What follows belongs to an exercise in optimizing a design on an open flow for small area, a short achievable clock period and few clock cycles; a production flow would make more cautious choices. Function was not checked in any run shown here: the RTL went through the layout flow alone. Power and IR drop assume default switching activity.

==> design.v <==
package prts_pkg;
    localparam int ID_W        = 16;
    localparam int REP_W       = 16;
    localparam int IN_PERIOD_W = 24;
    localparam int MAX_RESULTS = 16;
    localparam int FIRE_CNT_W  = $clog2(MAX_RESULTS + 1);
    localparam int CMD_W       = 2 + REP_W + ID_W;
    localparam logic [1:0] MODE_ADD_PER = 2'd0;
    localparam logic [1:0] MODE_ADD_REP = 2'd1;
    localparam logic [1:0] MODE_CANCEL  = 2'd2;
    localparam logic [1:0] MODE_TICK    = 2'd3;
    localparam logic [2:0] KIND_ADDED     = 3'd0;
    localparam logic [2:0] KIND_FULL      = 3'd1;
    localparam logic [2:0] KIND_CANCELLED = 3'd2;
    localparam logic [2:0] KIND_UNKNOWN   = 3'd3;
    localparam logic [2:0] KIND_FIRED     = 3'd4;
    typedef struct packed {
        logic [1:0]       mode;
        logic [REP_W-1:0] reps;
        logic [ID_W-1:0]  cancel_id;
    } t_cmd;
    typedef struct packed {
        logic [2:0]      kind;
        logic [ID_W-1:0] id;
        logic            last;
    } t_res;
endpackage
module prts_front #(
    parameter int PERIOD_BITS = 24
) (
    input  logic                              i_clk,
    input  logic                              i_rst_n,
    input  logic                              start,
    input  logic [1:0]                        i_mode,
    input  logic [prts_pkg::IN_PERIOD_W-1:0]  i_period_ms,
    input  logic [prts_pkg::REP_W-1:0]        i_repeat_count,
    input  logic [prts_pkg::ID_W-1:0]         i_cancel_id,
    input  logic                              i_multi,        
    input  logic                              i_multi_n,      
    output logic                              o_busy,
    output logic                              o_take,         
    output logic                              o_do_tick,      
    output logic                              o_do_add,       
    output logic                              o_do_cancel,
    output logic                              o_h_tick,
    output logic                              o_h_add,
    output logic                              o_h_cancel,
    output logic                              o_h_per_mode,
    output logic                              o_h_every,
    output logic [PERIOD_BITS-1:0]            o_h_arg,
    output logic [prts_pkg::REP_W-1:0]        o_h_reps
);
    logic [PERIOD_BITS-1:0] arg_c;
    logic                   valid_n;
    logic                   per_small;
    assign per_small = (i_period_ms[PERIOD_BITS-1:1] == '0);
    always_comb begin
        if (i_mode == prts_pkg::MODE_CANCEL) begin
            arg_c = PERIOD_BITS'(i_cancel_id);
        end else begin
            arg_c = i_period_ms[PERIOD_BITS-1:0];
        end
    end
    logic h_valid;
    logic hold;
    assign h_valid = o_h_tick || o_h_add || o_h_cancel;
    assign hold    = h_valid && i_multi;
    assign valid_n = hold || start;
    assign o_take  = !hold;
    logic tick_n;
    logic add_n;
    logic cancel_n;
    always_comb begin
        if (hold) begin
            tick_n   = o_h_tick;
            add_n    = o_h_add;
            cancel_n = o_h_cancel;
        end else begin
            tick_n   = start && (i_mode == prts_pkg::MODE_TICK);
            add_n    = start && (i_mode == prts_pkg::MODE_ADD_PER || i_mode == prts_pkg::MODE_ADD_REP);
            cancel_n = start && (i_mode == prts_pkg::MODE_CANCEL);
        end
    end
    always_ff @(posedge i_clk) begin
        if (!i_rst_n) begin
            o_h_tick    <= 1'b0;
            o_h_add     <= 1'b0;
            o_h_cancel  <= 1'b0;
            o_do_tick   <= 1'b0;
            o_do_add    <= 1'b0;
            o_do_cancel <= 1'b0;
            o_busy      <= 1'b0;
        end else begin
            o_h_tick    <= tick_n;
            o_h_add     <= add_n;
            o_h_cancel  <= cancel_n;
            o_do_tick   <= tick_n && !i_multi_n;
            o_do_add    <= add_n && !i_multi_n;
            o_do_cancel <= cancel_n && !i_multi_n;
            o_busy      <= valid_n && i_multi_n;
        end
    end
    always_ff @(posedge i_clk) begin
        if (!hold) begin
            o_h_per_mode <= (i_mode == prts_pkg::MODE_ADD_PER);
            o_h_every    <= per_small;
            o_h_arg      <= arg_c;
            o_h_reps     <= i_repeat_count;
        end
    end
endmodule
module prts_back #(
    parameter int NUM_SLOTS   = 16,
    parameter int PERIOD_BITS = 24
) (
    input  logic                       i_clk,
    input  logic                       i_rst_n,
    input  logic                       i_do_tick,
    input  logic                       i_do_add,
    input  logic                       i_do_cancel,
    input  logic                       i_h_per_mode,
    input  logic                       i_h_every,
    input  logic [PERIOD_BITS-1:0]     i_h_per,
    input  logic [prts_pkg::ID_W-1:0]  i_h_cid,
    input  logic                       i_take,
    input  logic [prts_pkg::ID_W-1:0]  i_cancel_id,
    input  logic [prts_pkg::REP_W-1:0] i_h_reps,
    output logic                       o_multi,
    output logic                       o_multi_n,
    output logic                       o_valid,
    output logic [2:0]                 o_kind,
    output logic [prts_pkg::ID_W-1:0]  o_id,
    output logic                       o_last
);
    localparam int NS = NUM_SLOTS;
    localparam int PB = PERIOD_BITS;
    localparam int IW = prts_pkg::ID_W;
    localparam int RW = prts_pkg::REP_W;
    logic [NS-1:0]    r_active;
    logic [NS-1:0]    r_periodic;
    logic [NS-1:0]    r_every;       
    logic [NS-1:0]    r_due;         
    logic [IW-1:0]    r_ident  [NS];
    logic [PB-1:0]    r_period [NS];
    logic [PB-1:0]    r_cd     [NS];
    logic [RW-1:0]    r_reps   [NS];
    logic [IW-1:0]    r_next_id;
    logic [NS-1:0]    r_cmatch;      
    logic [NS-1:0]    r_add_sel;     
    logic             r_any_free;
    logic [NS-1:0]    r_fire;        
    logic [NS-1:0]    r_sel;         
    logic             r_multi;       
    logic             r_res_valid;
    logic [2:0]       r_res_kind;
    logic [IW-1:0]    r_res_id;
    logic             do_tick;
    logic             do_add;
    logic             do_cancel;
    assign do_tick   = i_do_tick;
    assign do_add    = i_do_add;
    assign do_cancel = i_do_cancel;
    assign o_multi_n = multi_n;
    assign o_multi   = r_multi;
    logic [NS-1:0]    fire;
    logic [NS-1:0]    rep_zero;
    logic [NS-1:0]    cd_two;
    logic [NS-1:0]    match;
    logic [NS-1:0]    add_sel;
    logic [NS-1:0]    can_sel;
    logic [NS-1:0]    active_n;
    logic [NS-1:0]    free_n;
    always_comb begin
        for (int s = 0; s < NS; s++) begin
            fire[s]     = r_active[s] && r_due[s];
            rep_zero[s] = (r_reps[s] == '0);
            cd_two[s]   = (r_cd[s] == PB'(2));
            match[s]    = r_active[s] && r_cmatch[s];
        end
        add_sel = r_add_sel;
        can_sel = match & (~match + 1'b1);
        for (int s = 0; s < NS; s++) begin
            if (do_add && add_sel[s]) begin
                active_n[s] = 1'b1;
            end else if (do_cancel && can_sel[s]) begin
                active_n[s] = 1'b0;
            end else if (do_tick && fire[s] && !r_periodic[s] && rep_zero[s]) begin
                active_n[s] = 1'b0;
            end else begin
                active_n[s] = r_active[s];
            end
        end
        free_n = ~active_n;
    end
    always_ff @(posedge i_clk) begin
        if (!i_rst_n) begin
            r_active   <= '0;
            r_add_sel  <= NS'(1);
            r_any_free <= 1'b1;
        end else begin
            r_active   <= active_n;
            r_add_sel  <= free_n & (~free_n + 1'b1);
            r_any_free <= (free_n != '0);
        end
    end
    for (genvar s = 0; s < NS; s++) begin : g_slot
        always_ff @(posedge i_clk) begin
            if (i_take) begin
                if (do_add && add_sel[s]) begin
                    r_cmatch[s] <= (r_next_id == i_cancel_id);
                end else begin
                    r_cmatch[s] <= (r_ident[s] == i_cancel_id);
                end
            end
        end
        always_ff @(posedge i_clk) begin
            if (do_add && add_sel[s]) begin
                r_periodic[s] <= i_h_per_mode;
                r_every[s]    <= i_h_every;
                r_ident[s]    <= r_next_id;
                r_period[s]   <= i_h_per;
            end
            if (do_add && add_sel[s]) begin
                r_due[s] <= 1'b1;
            end else if (do_tick) begin
                r_due[s] <= fire[s] ? r_every[s] : cd_two[s];
            end
            if (do_tick) begin
                r_cd[s] <= fire[s] ? r_period[s] : (r_cd[s] - 1'b1);
            end
            if (do_add && add_sel[s]) begin
                r_reps[s] <= i_h_reps;
            end else if (do_tick && fire[s]) begin
                r_reps[s] <= r_reps[s] - 1'b1;
            end
        end
    end
    logic [NS-1:0]    f_rest;
    logic [IW-1:0]    f_id;
    logic [NS-1:0]    fire_n;
    logic             multi_n;
    always_comb begin
        f_rest = r_fire & ~r_sel;
        f_id   = '0;
        for (int s = 0; s < NS; s++) begin
            f_id = f_id | ({IW{r_sel[s]}} & r_ident[s]);
        end
        fire_n  = do_tick ? fire : f_rest;
        multi_n = ((fire_n & (fire_n - 1'b1)) != '0);
    end
    always_ff @(posedge i_clk) begin
        if (!i_rst_n) begin
            r_fire      <= '0;
            r_sel       <= '0;
            r_multi     <= 1'b0;
            r_next_id   <= '0;
            r_res_valid <= 1'b0;
            o_valid     <= 1'b0;
        end else begin
            r_fire      <= fire_n;
            r_sel       <= fire_n & (~fire_n + 1'b1);
            r_multi     <= multi_n;
            if (do_add && r_any_free) begin
                r_next_id <= r_next_id + 1'b1;
            end
            r_res_valid <= do_add || do_cancel;
            o_valid     <= (r_fire != '0) || r_res_valid;
        end
    end
    always_ff @(posedge i_clk) begin
        if (do_add) begin
            if (r_any_free) begin
                r_res_kind <= prts_pkg::KIND_ADDED;
                r_res_id   <= r_next_id;
            end else begin
                r_res_kind <= prts_pkg::KIND_FULL;
                r_res_id   <= '0;
            end
        end else begin
            r_res_kind <= (match != '0) ? prts_pkg::KIND_CANCELLED : prts_pkg::KIND_UNKNOWN;
            r_res_id   <= i_h_cid;
        end
        if (r_fire != '0) begin
            o_kind <= prts_pkg::KIND_FIRED;
            o_id   <= f_id;
            o_last <= (f_rest == '0);
        end else begin
            o_kind <= r_res_kind;
            o_id   <= r_res_id;
            o_last <= 1'b1;
        end
    end
endmodule
module periodic_repeat_timer_scheduler #(
    parameter int NUM_SLOTS   = 16,
    parameter int PERIOD_BITS = 24
) (
    input  logic                              i_clk,
    input  logic                              i_rst_n,
    input  logic                              start,
    output logic                              busy,
    input  logic [1:0]                        i_mode,
    input  logic [prts_pkg::IN_PERIOD_W-1:0]  i_period_ms,
    input  logic [prts_pkg::REP_W-1:0]        i_repeat_count,
    input  logic [prts_pkg::ID_W-1:0]         i_cancel_id,
    output logic                              o_valid,
    output logic [2:0]                        o_kind,
    output logic [prts_pkg::ID_W-1:0]         o_result_id,
    output logic                              o_last
);
    logic                   do_tick;
    logic                   do_add;
    logic                   do_cancel;
    logic                   h_tick;
    logic                   h_add;
    logic                   h_cancel;
    logic                   h_per_mode;
    logic                   h_every;
    logic [PERIOD_BITS-1:0] h_arg;
    logic [prts_pkg::REP_W-1:0] h_reps;
    logic                   multi;
    logic                   take;
    logic                   multi_n;
    prts_front #(
        .PERIOD_BITS (PERIOD_BITS)
    ) u_front (
        .i_clk          (i_clk),
        .i_rst_n        (i_rst_n),
        .start          (start),
        .i_mode         (i_mode),
        .i_period_ms    (i_period_ms),
        .i_repeat_count (i_repeat_count),
        .i_cancel_id    (i_cancel_id),
        .i_multi        (multi),
        .i_multi_n      (multi_n),
        .o_busy         (busy),
        .o_take         (take),
        .o_do_tick      (do_tick),
        .o_do_add       (do_add),
        .o_do_cancel    (do_cancel),
        .o_h_tick       (h_tick),
        .o_h_add        (h_add),
        .o_h_cancel     (h_cancel),
        .o_h_per_mode   (h_per_mode),
        .o_h_every      (h_every),
        .o_h_arg        (h_arg),
        .o_h_reps       (h_reps)
    );
    prts_back #(
        .NUM_SLOTS   (NUM_SLOTS),
        .PERIOD_BITS (PERIOD_BITS)
    ) u_back (
        .i_clk       (i_clk),
        .i_rst_n     (i_rst_n),
        .i_do_tick   (do_tick),
        .i_do_add    (do_add),
        .i_do_cancel (do_cancel),
        .i_h_per_mode(h_per_mode),
        .i_h_every   (h_every),
        .i_h_per     (h_arg),
        .i_h_cid     (h_arg[prts_pkg::ID_W-1:0]),
        .i_take      (take),
        .i_cancel_id (i_cancel_id),
        .i_h_reps    (h_reps),
        .o_multi     (multi),
        .o_multi_n   (multi_n),
        .o_valid     (o_valid),
        .o_kind      (o_kind),
        .o_id        (o_result_id),
        .o_last      (o_last)
    );
endmodule
==> run.sh <==
#!/bin/bash
# synth_recipe.tcl (not shown) runs the flow's synth.tcl, then flattens the netlist and writes it again
# the make line also repeats each setting of config.mk as NAME=value (left out here)
make -C /OpenROAD-flow-scripts/flow DESIGN_CONFIG=/design/flow/config.mk WORK_HOME=/design/flow/orfs CLKGATE_MAP_FILE= SYNTH_SCRIPT=/design/flow/synth_recipe.tcl finish
==> config.mk <==
export PLATFORM = sky130hd
export DESIGN_NAME = periodic_repeat_timer_scheduler
export DESIGN_NICKNAME = periodic_repeat_timer_scheduler
export VERILOG_FILES = /design/flow/design.v
export SDC_FILE = /design/flow/constraint.sdc
export NUM_CORES = 4
export LEC_CHECK = 0
export CAP_MARGIN = 20
export CORE_MARGIN = 2
export CORE_UTILIZATION = 40
export CTS_CLUSTER_DIAMETER = 60
export CTS_CLUSTER_SIZE = 25
export SETUP_SLACK_MARGIN = 4.7
export SLEW_MARGIN = 20
==> constraint.sdc <==
create_clock -name core_clock -period 7.5 [get_ports {i_clk}]
set_input_delay 1.5000 -clock core_clock [delete_from_list [all_inputs] [get_ports {i_clk}]]
set_output_delay 1.5000 -clock core_clock [all_outputs]
set_load 0.01 [all_outputs]
==> impl_metrics.toml, run 1 <==
[floorplanning]
rows = 152
ioPinCount = 83
die_x_um = 420
start_util_pct = 40.3
dieArea_mm2 = 0.176
fp.dieH_um = 420
core_mm2 = 0.172

[synth]
postSynthAreaPerCell_um2 = 11.9
syn_inst = 5815
synth_top_area_share_pct = 59.4
synth_cell_types = 85
synth.most_common_cell = "edfxtp_1"
syn_nets = 5939
synthSimpleGateAreaFrac_pct = 14.2
ys_top_cells_by_count = "1370 x edfxtp_1, 664 x nand2_1, 610 x xnor2_1"
async_flop_share_pct = 0
synth-compound-area-share_pct = 8.45
seq_area_frac_synth_pct = 63.6
synth_fa_ha_area_share_pct = 1.14
ys_ff_latch = 1514
synth_edf_count = 1370
syn_area_mm2 = 0.0692
synthFlopType = "edfxtp_1"
yosys.area.top_type = "edfxtp_1"
yosysWarnings = 6
synth_top_family_by_area = "simple AND/OR/NAND/NOR gates"
synth.area.top_cells = "edfxtp_1 59%, xnor2_1 7.7%, dfxtp_1 4.2%"
synthXorXnorAreaFrac_pct = 10.2
synthMuxAreaShare_pct = 0.260

[min_path]
min_path_type = "reg2reg"

[sta]
hold_violations = 0
period_needed_ns = 2.78
fin_ws_ns = 4.72
relSlewSlack_pct = 19.3
drv_slew = 0
worst_pin_slew_ns = 1.21
fin_crit_sh_pct = 37.0
finalSetupTns_ns = 0
setup_violations = 0
rsz0062_at_grt = "yes"
skew_ns = 0.0596
max_freq_ghz = 0.360

[place]
gp_congestion = 0.961
dp_hpwl_um = 127000
placed_cells = 8068
pre_cts_ws_ns = 3.08
dpl_cell_area_mm2 = 0.0730
io_buffers = 82

[global_route]
grt_pass1_wl_um = 300000
grt_max_degree = 136
grt-ovfl-total = 0
gr-usage-all-layers_pct = 23.1
grt_pass1_vias = 44600
antenna_found_initial = 14

[clocking]
clkSinkCount = 1514
insertion_delay_ns = 0.79
cts_tree = "done"
root_buffer = "clkbuf_16"
htree_levels = 3
cts_buffers = 120
clkTransAtPathRegs_ns = 0.07
clockBufferDepth = 3

[final_layout]
layout-drive-gt1-share_pct = 9.24
num-nets-final = 6022
finalInstanceArea_mm2 = 0.0781
finalNonFillerCells = 8320
area_growth_pct = 12.8

[critical_path]
arrival_ns = 3.36
path_class = "in2reg"
crit_required_ns = 8.08
start_kind = "input pin"
cp_max_fo = 18
cp-end-kind = "flop"

[routing]
drc = 0
dr.pass1.iters = 6
vias = 47300
totalWireLength_um = 208000
ant_nets = 0
via_per_inst = 5.68
drt_iter0_drc = 6035
wl_per_cell_um = 25.0

[power]
ir_drop_v = 0.000202
p_leak_nw = 24.9
power.density_mw_per_mm2 = 217
p_total_mw = 16.9

[run]
cap_violations = 0

[outcome]
status = "finished clean"
==> metal layers <==
layer | vias to the layer above | global-route usage, % | wire, µm
met5 | - | 0 | 10
met4 | 2 | 6.82 | 6370
met3 | 343 | 4.16 | 18100
met2 | 1936 | 36.5 | 94800
met1 | 23500 | 32.6 | 89000
li1 | 21400 | - | -
==> power breakdown <==
group          total, mW  switching [mW]  internal, mW
Combinational      0.607           0.422         0.186
Clock               7.05            3.50          3.55
Sequential          9.28          0.0661          9.22
==> flip-flops by register name (all words and copies together) (netlist names), 15 cells and up <==
register and flops:
u_back.r_cd 384, u_back.r_period 384, u_back.r_ident 256, u_back.r_reps 256, u_front.o_h_arg 24, u_back.o_id 16
u_back.r_active 16, u_back.r_add_sel 16, u_back.r_cmatch 16, u_back.r_due 16, u_back.r_every 16, u_back.r_next_id 16
u_back.r_periodic 16, u_back.r_res_id 16, u_back.r_sel 16, u_front.o_h_reps 16, u_back.r_fire 15
==> cell families (layout without fill, tap and decap cells) <==
family          count (synthesis)  in the layout
other cells                     0              5
mux                            16             16
simple gates                 2039           2040
xor+xnor                      808            808
fa+ha+maj                      63             63
compound gates                989            989
buf+inv                       386            575
flops                        1514           1514
==> path summary, 6_finish.rpt <==
path | from | endpoint | slack (ns) | cells past startpoint
hold / removal | u_back.r_res_kind[1] | u_back.o_kind[1] | 0.47 | 2
hold reg to reg | u_back.r_res_kind[1] | u_back.o_kind[1] | 0.47 | 2
setup / recovery | i_cancel_id[12] | u_back.r_cmatch[0] | 4.72 | 7
setup reg to reg | u_back.r_active[0] | u_back.r_add_sel[11] | 4.76 | 7
==> layout by cell type, fill, tap and decap left out, types with 13 or more instances in the layout <==
| cell type | count |
|---|---|
| or4_1 | 53 |
| mux2_2 | 16 |
| inv_2 | 13 |
| clkbuf_16 | 125 |
| o21ai_0 | 433 |
| nor4_1 | 122 |
| o31ai_1 | 20 |
| and2_1 | 34 |
| a22oi_1 | 87 |
| nand4_1 | 121 |
| buf_2 | 22 |
| xor2_1 | 198 |
| ha_1 | 63 |
| clkdlybuf4s50_1 | 57 |
| nor3b_1 | 23 |
| nand3b_1 | 27 |
| nor3_1 | 182 |
| nor2_1 | 501 |
| edfxtp_1 | 1370 |
| a221oi_1 | 25 |
| nor4_2 | 18 |
| nand2b_1 | 25 |
| a21o_1 | 22 |
| o22a_1 | 16 |
| inv_6 | 23 |
| and3_1 | 14 |
| nor2b_1 | 19 |
| buf_4 | 122 |
| a21oi_1 | 253 |
| nand2_1 | 654 |
| nand3_1 | 96 |
| buf_6 | 14 |
| or3_1 | 51 |
| inv_1 | 98 |
| a31oi_1 | 28 |
| a22o_1 | 24 |
| o41ai_1 | 15 |
| xnor2_1 | 610 |
| or2_2 | 19 |
| dfxtp_1 | 129 |
==> timing repair <==
action / in CTS / in global routing
pin swaps: 2 / 6
setup endpoints to repair: 318 / 63
hold buffers: 0 / 0
cloned: 4 / 3
endpoints found under the hold margin: 0 / 0
setup buffers: 5 / 6
gates resized for setup: 146 / 55
==> area by class of cell <==
| type | instances | area, µm² |
|---|---|---|
| timing repair buffer | 231 | 2130 |
| clock buffer | 131 | 3130 |
| antenna | 5 | 12.5 |
| clock inverter | 98 | 1220 |
| multi-input combinational | 3916 | 24200 |
| inverter | 115 | 450 |
| fill | 15500 | 93700 |
| tap | 2310 | 2890 |
| sequential | 1514 | 44000 |
==> worst max-delay path, stage by stage <==
cell and delay, ns:
clkdlybuf4s50_1 0.46, buf_4 0.39, xnor2_1 0.19, nand4_1 0.10, nor4_1 0.48, nand2_1 0.11, o21ai_0 0.10
==> per-stage QoR <==
| step | utilization (%) | hold WS [ns] |
|---|---|---|
| 6_report | 45.5 | 0.469 |
| 2_1_floorplan | - | 0.394 |
| 4_1_cts | 45.2 | 0.470 |
| 3_3_place_gp | 42.5 | 0.458 |
| 3_5_place_dp | 42.5 | 0.463 |
| 5_1_grt | 45.4 | 0.465 |
==> run 2, diff against run 1 <==
==> flow/run.sh (new file) <==
#!/bin/bash
# The standard layout, with clock tree synthesis told to cluster up to 25 sinks within 60 um
# per leaf buffer and to add no dummy loads. The make output goes to standard_flow.log; each
# tool's own log is also under orfs/logs/.
set -uo pipefail
bash standard.sh \
  "CTS_ARGS=-sink_clustering_enable -repair_clock_nets -dont_use_dummy_load -sink_clustering_size 25 -sink_clustering_max_diameter 60" \
  finish > standard_flow.log 2>&1
==> standard.sh (new file) <==
#!/bin/bash
# synth_recipe.tcl (not shown) runs the flow's synth.tcl, then flattens the netlist and writes it again
# the make line also repeats each setting of config.mk as NAME=value (left out here)
make -C /OpenROAD-flow-scripts/flow DESIGN_CONFIG=/design/flow/config.mk WORK_HOME=/design/flow/orfs CLKGATE_MAP_FILE= SYNTH_SCRIPT=/design/flow/synth_recipe.tcl "${@:-finish}"
--- a/config.mk
+++ b/config.mk
@@ -9,6 +9,5 @@
 export CORE_MARGIN = 2
 export CORE_UTILIZATION = 40
-export CTS_CLUSTER_DIAMETER = 60
-export CTS_CLUSTER_SIZE = 25
 export SETUP_SLACK_MARGIN = 4.7
 export SLEW_MARGIN = 20
+export TNS_END_PERCENT = 0
removed: run.sh
==> run 2 against run 1 <==
Net effect:
- routed wire length increased by 0.81%
- combinational power decreased by 0.8%
- area after synthesis unchanged
- largest power group unchanged
- die area unchanged
- global-route usage increased by 0.11 points
- maximum frequency decreased by 5.5%
- sequential power about the same
- setup slack got worse by 0.16 ns
- via count decreased by 1.2%
==> impl_metrics.toml, run 2 <==
[synth]
synth_edf_count = 1370
synth-compound-area-share_pct = 8.45
synth_fa_ha_area_share_pct = 1.14
synthXorXnorAreaFrac_pct = 10.2
synth_top_area_share_pct = 59.4
synthSimpleGateAreaFrac_pct = 14.2
syn_inst = 5815
synth_top_family_by_area = "simple AND/OR/NAND/NOR gates"
yosysWarnings = 6
async_flop_share_pct = 0
synthFlopType = "edfxtp_1"
syn_area_mm2 = 0.0692
seq_area_frac_synth_pct = 63.6
ys_top_cells_by_count = "1370 x edfxtp_1, 664 x nand2_1, 610 x xnor2_1"
synthMuxAreaShare_pct = 0.260
postSynthAreaPerCell_um2 = 11.9
syn_nets = 5939
synth.area.top_cells = "edfxtp_1 59%, xnor2_1 7.7%, dfxtp_1 4.2%"
synth.most_common_cell = "edfxtp_1"
synth_cell_types = 85
yosys.area.top_type = "edfxtp_1"
ys_ff_latch = 1514

[power]
p_leak_nw = 24.2
internal-power_mw = 12.2
p_total_mw = 15.6
power_frac_clock_pct = 36.4
power.density_mw_per_mm2 = 204
power_frac_seq_pct = 59.7
p_switching_mw = 3.34
power_frac_comb_pct = 3.9
p_sw_share_pct = 21.5
ir_drop_v = 0.000176

[routing]
drc = 0
dr.pass1.iters = 5
ant_nets = 0
via_per_inst = 5.68
totalWireLength_um = 210000
vias = 46700
drt_iter0_drc = 5922
wl_per_cell_um = 25.6

[clocking]
cts_buffers = 121
clkTransAtPathRegs_ns = 0.10
insertion_delay_ns = 0.79
clockBufferDepth = 3
root_buffer = "clkbuf_16"
clkSinkCount = 1514
cts-hold-fix-buffers = 0
cts_tree = "done"
htree_levels = 3

[floorplanning]
rows = 152
die_x_um = 420
core_mm2 = 0.172
ioPinCount = 83
fp.dieH_um = 420
dieArea_mm2 = 0.176
start_util_pct = 40.3

[critical_path]
arrival_ns = 3.54
cp_max_fo = 18
cp-end-kind = "flop"
crit_required_ns = 8.10
start_kind = "input pin"
critPathMaxStageDelay_ns = 0.65
cpMaxStageDelayCell = "nor4_1"
path_class = "in2reg"
worstPathCellList = "clkdlybuf4s50_1 > buf_4 > xnor2_1 > nand4_1 > nor4_1 > nand2_1 > o21ai_0"

[sta]
finalSetupTns_ns = 0
hold_ws_ns = 0.446
fin_crit_sh_pct = 39.2
max_freq_ghz = 0.340
hold_violations = 0
relSlewSlack_pct = 20.7
setup_violations = 0
skew_ns = 0.0780
worst_pin_slew_ns = 1.19
fin_ws_ns = 4.56
drv_slew = 0
period_needed_ns = 2.94
rsz0062_at_grt = "yes"

[place]
placed_cells = 8070
io_buffers = 82
gp_congestion = 0.973
dp_hpwl_um = 130000
dpl_cell_area_mm2 = 0.0729
pre_cts_ws_ns = 3.10

[final_layout]
final_common_cell = "edfxtp_1"
nFillCells = 15700
num-nets-final = 6023
layout-drive-gt1-share_pct = 6.75
finalNonFillerCells = 8213
postLayoutCoreUtil_pct = 44.5
finalInstanceArea_mm2 = 0.0764
area_growth_pct = 10.4
final_cell_mix = "1370 x edfxtp_1, 658 x nand2_1, 610 x xnor2_1"
top_regs = "u_back.r_cd (384), u_back.r_period (384)"

[global_route]
grt_pass1_wl_um = 300000
antenna_found_initial = 16
gr-usage-all-layers_pct = 23.3
grt_max_degree = 129
grt-ovfl-total = 0
grt_pass1_vias = 43700

[min_path]
min_path_type = "reg2reg"

[outcome]
status = "finished clean"

[run]
cap_violations = 0
==> run 2: cells by family (layout without fill, tap and decap cells) <==
| logic type | Yosys count | count (layout) |
|---|---|---|
| other cells | 0 | 6 |
| fa+ha+maj | 63 | 63 |
| xor+xnor | 808 | 808 |
| mux | 16 | 16 |
| simple gates | 2039 | 2039 |
| buf+inv | 386 | 468 |
| compound gates | 989 | 989 |
| flops | 1514 | 1514 |
==> run 2: worst max-delay path, delay by kind of cell <==
kind            cells  cell delay, ns
compound gates      1            0.11
buf+inv             2            0.84
xor+xnor            1            0.20
simple gates        3            0.87
==> run 2: final timing paths <==
kind,cells past startpoint,end,slack (ns),start
worst max register to register,6,u_back.r_add_sel[11],4.61,u_back.r_reps[9][10]
worst min register to register,2,u_back.o_valid,0.45,u_back.r_res_valid
worst max-delay path,7,u_back.r_cmatch[10],4.56,i_cancel_id[13]
worst min-delay path,2,u_back.o_valid,0.45,u_back.r_res_valid
==> run 2: power groups by stage <==
stage          clock [mW]  combinational [mW]  sequential (mW)
2_1_floorplan           0               0.230             9.49
3_3_place_gp            0               0.588             9.47
3_5_place_dp            0               0.592             9.47
4_1_cts              5.77               0.593             9.29
5_1_grt              6.03               0.629             9.29
6_report             5.67               0.602             9.29
==> run 2: what timing repair did <==
item / in CTS / in global routing
endpoints found under the setup margin: 592 / 228
gates cloned: 0 / 5
setup buffers: 4 / 7
resized for setup: 47 / 45
pin swaps: 1 / 3
==> run 2: metal layers <==
| layer | vias up | global-route usage [%] | part of all wire (%) |
|---|---|---|---|
| li1 | 21300 | - | - |
| met1 | 23100 | 33.1 | 43 |
| met2 | 1931 | 35.6 | 44 |
| met3 | 362 | 4.34 | 8.9 |
| met4 | 8 | 8.03 | 3.9 |
| met5 | - | 0 | 0.026 |
==> run 2: final cells by class <==
class / count / area (µm²) / area share, %
sequential: 1514 / 44000 / 57.7
timing repair buffer: 231 / 2060 / 2.69
multi-input combinational: 3915 / 23900 / 31.3
inverter: 115 / 448 / 0.586
clock buffer: 121 / 3030 / 3.96
antenna: 6 / 15.0 / 0.0197
tap: 2310 / 2890 / 3.78
timing repair inverter: 1 / 8.76 / 0.0115
==> run 3, diff against run 2 <==
--- a/config.mk
+++ b/config.mk
@@ -8,5 +8,6 @@
 export CAP_MARGIN = 20
 export CORE_MARGIN = 2
-export CORE_UTILIZATION = 40
+export CORE_UTILIZATION = 65
+export PLACE_DENSITY = 0.75
 export SETUP_SLACK_MARGIN = 4.7
 export SLEW_MARGIN = 20
==> run 3 against run 2 <==
Net effect:
- still clean
- sequential power hardly changed
- setup slack worse by 0.22 ns
- non-clock buffer count is 22 lower
- first-iteration DRC count is 7.0% higher
- global-route usage is 12 points higher
- critical endpoint is now o_valid
- largest cell class unchanged
==> impl_metrics.toml, run 3 <==
[power]
internal-power_mw = 12.0
power_frac_comb_pct = 3.6
p_sw_share_pct = 20.9
p_switching_mw = 3.17
power_frac_clock_pct = 35.0
power_frac_seq_pct = 61.4
power.density_mw_per_mm2 = 203
ir_drop_v = 0.000204
p_leak_nw = 23.9
p_total_mw = 15.2

[floorplanning]
die_x_um = 330
ioPinCount = 83
rows = 119
fp.dieH_um = 330
dieArea_mm2 = 0.109
start_util_pct = 65.7
core_mm2 = 0.105

[global_route]
grt_max_degree = 163
grt_pass1_wl_um = 282000
grt_pass1_vias = 45400
grt-ovfl-total = 0
antenna_found_initial = 16
gr-usage-all-layers_pct = 35.1

[critical_path]
start_kind = "flop"
crit_family = "buffers and inverters"
cp_max_fo = 1
rrSetupSlack_ns = 4.42
cp-end-kind = "output port"
critPathMaxStageDelay_ns = 0.57
path_buf_inv = 1
arrival_ns = 1.66
worstPathCellList = "clkdlybuf4s50_1"
path_class = "reg2out"
crit_required_ns = 6.00
cpMaxStageDelayCell = "clkdlybuf4s50_1"

[final_layout]
top_regs = "u_back.r_cd (384), u_back.r_period (384)"
finalInstanceArea_mm2 = 0.0747
final_common_cell = "edfxtp_1"
layout-drive-gt1-share_pct = 5.83
final_cell_mix = "1370 x edfxtp_1, 660 x nand2_1, 610 x xnor2_1"
num-nets-final = 5990
finalNonFillerCells = 7256
area_growth_pct = 7.89

[synth]
async_flop_share_pct = 0
postSynthAreaPerCell_um2 = 11.9
ys_ff_latch = 1514
synth_top_family_by_area = "simple AND/OR/NAND/NOR gates"
synth-compound-area-share_pct = 8.45
ys_top_cells_by_count = "1370 x edfxtp_1, 664 x nand2_1, 610 x xnor2_1"
synth_top_area_share_pct = 59.4
synth.most_common_cell = "edfxtp_1"
seq_area_frac_synth_pct = 63.6
synthSimpleGateAreaFrac_pct = 14.2
syn_inst = 5815
syn_area_mm2 = 0.0692
yosysWarnings = 6
synth.area.top_cells = "edfxtp_1 59%, xnor2_1 7.7%, dfxtp_1 4.2%"
synthMuxAreaShare_pct = 0.260
yosys.area.top_type = "edfxtp_1"
synthFlopType = "edfxtp_1"
synth_cell_types = 85
synth_edf_count = 1370
synthXorXnorAreaFrac_pct = 10.2
syn_nets = 5939
synth_fa_ha_area_share_pct = 1.14

[sta]
skew_ns = 0.107
rsz0062_at_grt = "yes"
worst_pin_slew_ns = 1.23
max_freq_ghz = 0.317
relSlewSlack_pct = 17.6
fin_crit_sh_pct = 42.1
hold_violations = 0
finalSetupTns_ns = 0
drv_slew = 0
hold_ws_ns = 0.434
period_needed_ns = 3.16
setup_violations = 0

[routing]
ant_nets = 0
totalWireLength_um = 193000
topRoutingLayerUsed = "met5"
wl_met1_um = 73900
wl_met2_um = 87800
via_per_inst = 6.56
route.met3.wl_um = 21200
dr.pass1.iters = 6
wl_per_cell_um = 26.6
drt_iter0_drc = 6338
vias = 47600
drc = 0

[clocking]
htree_levels = 3
insertion_delay_ns = 0.75
clockBufferDepth = 3
cts-hold-fix-buffers = 0
clkSinkCount = 1514
root_buffer = "clkbuf_16"
clkTransAtPathRegs_ns = 0.10
cts_tree = "done"
cts_buffers = 111

[min_path]
min_path_type = "reg2reg"

[outcome]
status = "finished clean"

[place]
placed_cells = 7140
dp_hpwl_um = 121000
io_buffers = 82
gp_congestion = 0.979
dpl_cell_area_mm2 = 0.0717

[run]
cap_violations = 0
-- run 3: cell counts after synthesis --
No cell type changed its count.
-- run 3: worst paths after layout --
kind                           to                  from  depth (start not counted)
max                       o_valid        u_back.o_valid                          1
min              u_back.o_kind[1]  u_back.r_res_kind[1]                          2
max reg2reg  u_back.r_add_sel[10]  u_back.r_reps[9][10]                          6
min reg2reg      u_back.o_kind[1]  u_back.r_res_kind[1]                          2
-- run 3: cell families after synthesis --
logic type,count (synthesis)
and+or+nand+nor,2039
DFF,1514
adders and majority gates,63
buffers and inverters,386
xor gates and xnor gates,808
muxes,16
AOI/OAI and AO/OA,989
-- run 3: cell type report --
class	count	area (µm²)
Timing Repair Buffer	209	1880
Clock buffer	111	2780
Multi-Input combinational cell	3915	23800
Sequential cell	1514	44000
Inverter	115	437
Fill cell	7376	30700
Tap cell	1391	1740
Antenna cell	1	2.50
-- run 3: repair_timing --
| action | CTS | global route |
|---|---|---|
| resized for setup | 1 | 35 |
| endpoints found under the setup margin | 336 | 429 |
| setup buffers | 1 | 1 |
| endpoints found under the hold margin | 0 | 0 |
| pin swaps | 1 | 0 |
-- run 3: layer usage --
| metal | vias up | track usage [%] |
|---|---|---|
| met4 | 12 | 15.4 |
| met3 | 562 | 7.32 |
| li1 | 21200 | - |
| met5 | - | 0 |
| met1 | 23100 | 48.2 |
| met2 | 2733 | 54.8 |
-- run 3: power by group through the flow --
stage	Clock (mW)	Combinational [mW]	Sequential, mW
after floorplan	0	0.230	9.49
after global placement	0	0.521	9.50
after detailed placement	0	0.531	9.50
after CTS	5.32	0.534	9.32
after global routing	5.60	0.568	9.32
final	5.30	0.549	9.32
-- run 3: stage by stage --
step	setup slack (ns)	utilization (%)
after floorplan	2.63	-
after global placement	3.01	68.0
after detailed placement	2.96	68.0
after CTS	4.02	70.7
after global routing	4.32	70.8
final	4.34	70.8

## re-timing with driven ports
No port has a modelled driver above. Below, the same layouts with a new extraction and two added sets of constraints.
Step 1 assumes that a clkbuf_16 drives the clock port and a buf_2 every other input.
Step 2 moves the port delays by t, midway between the first and last clock arrival at a register: inputs arrive t later, outputs are due t later. That takes back most of the time a late clock gives input paths.
Slacks: no drivers / after step 1 / after step 2; pairs: no drivers / after step 1.
run | t, ns | setup slack, ns | hold WS [ns] | worst setup path after step 2
run 1 | 0.843 | 4.722 / 4.640 / 3.904 | 0.469 / 0.469 / 0.469 | input to register
run 2 | 0.833 | 4.561 / 4.524 / 3.765 | 0.446 / 0.446 / 0.446 | input to register
run 3 | 0.781 | 4.344 / 4.264 / 3.722 | 0.434 / 0.434 / 0.434 | input to register
After both steps every run listed still meets setup and hold. For run 1, which loses most, drivers alone change the setup slack by -0.082 ns; drivers and shift together by -0.818 ns.
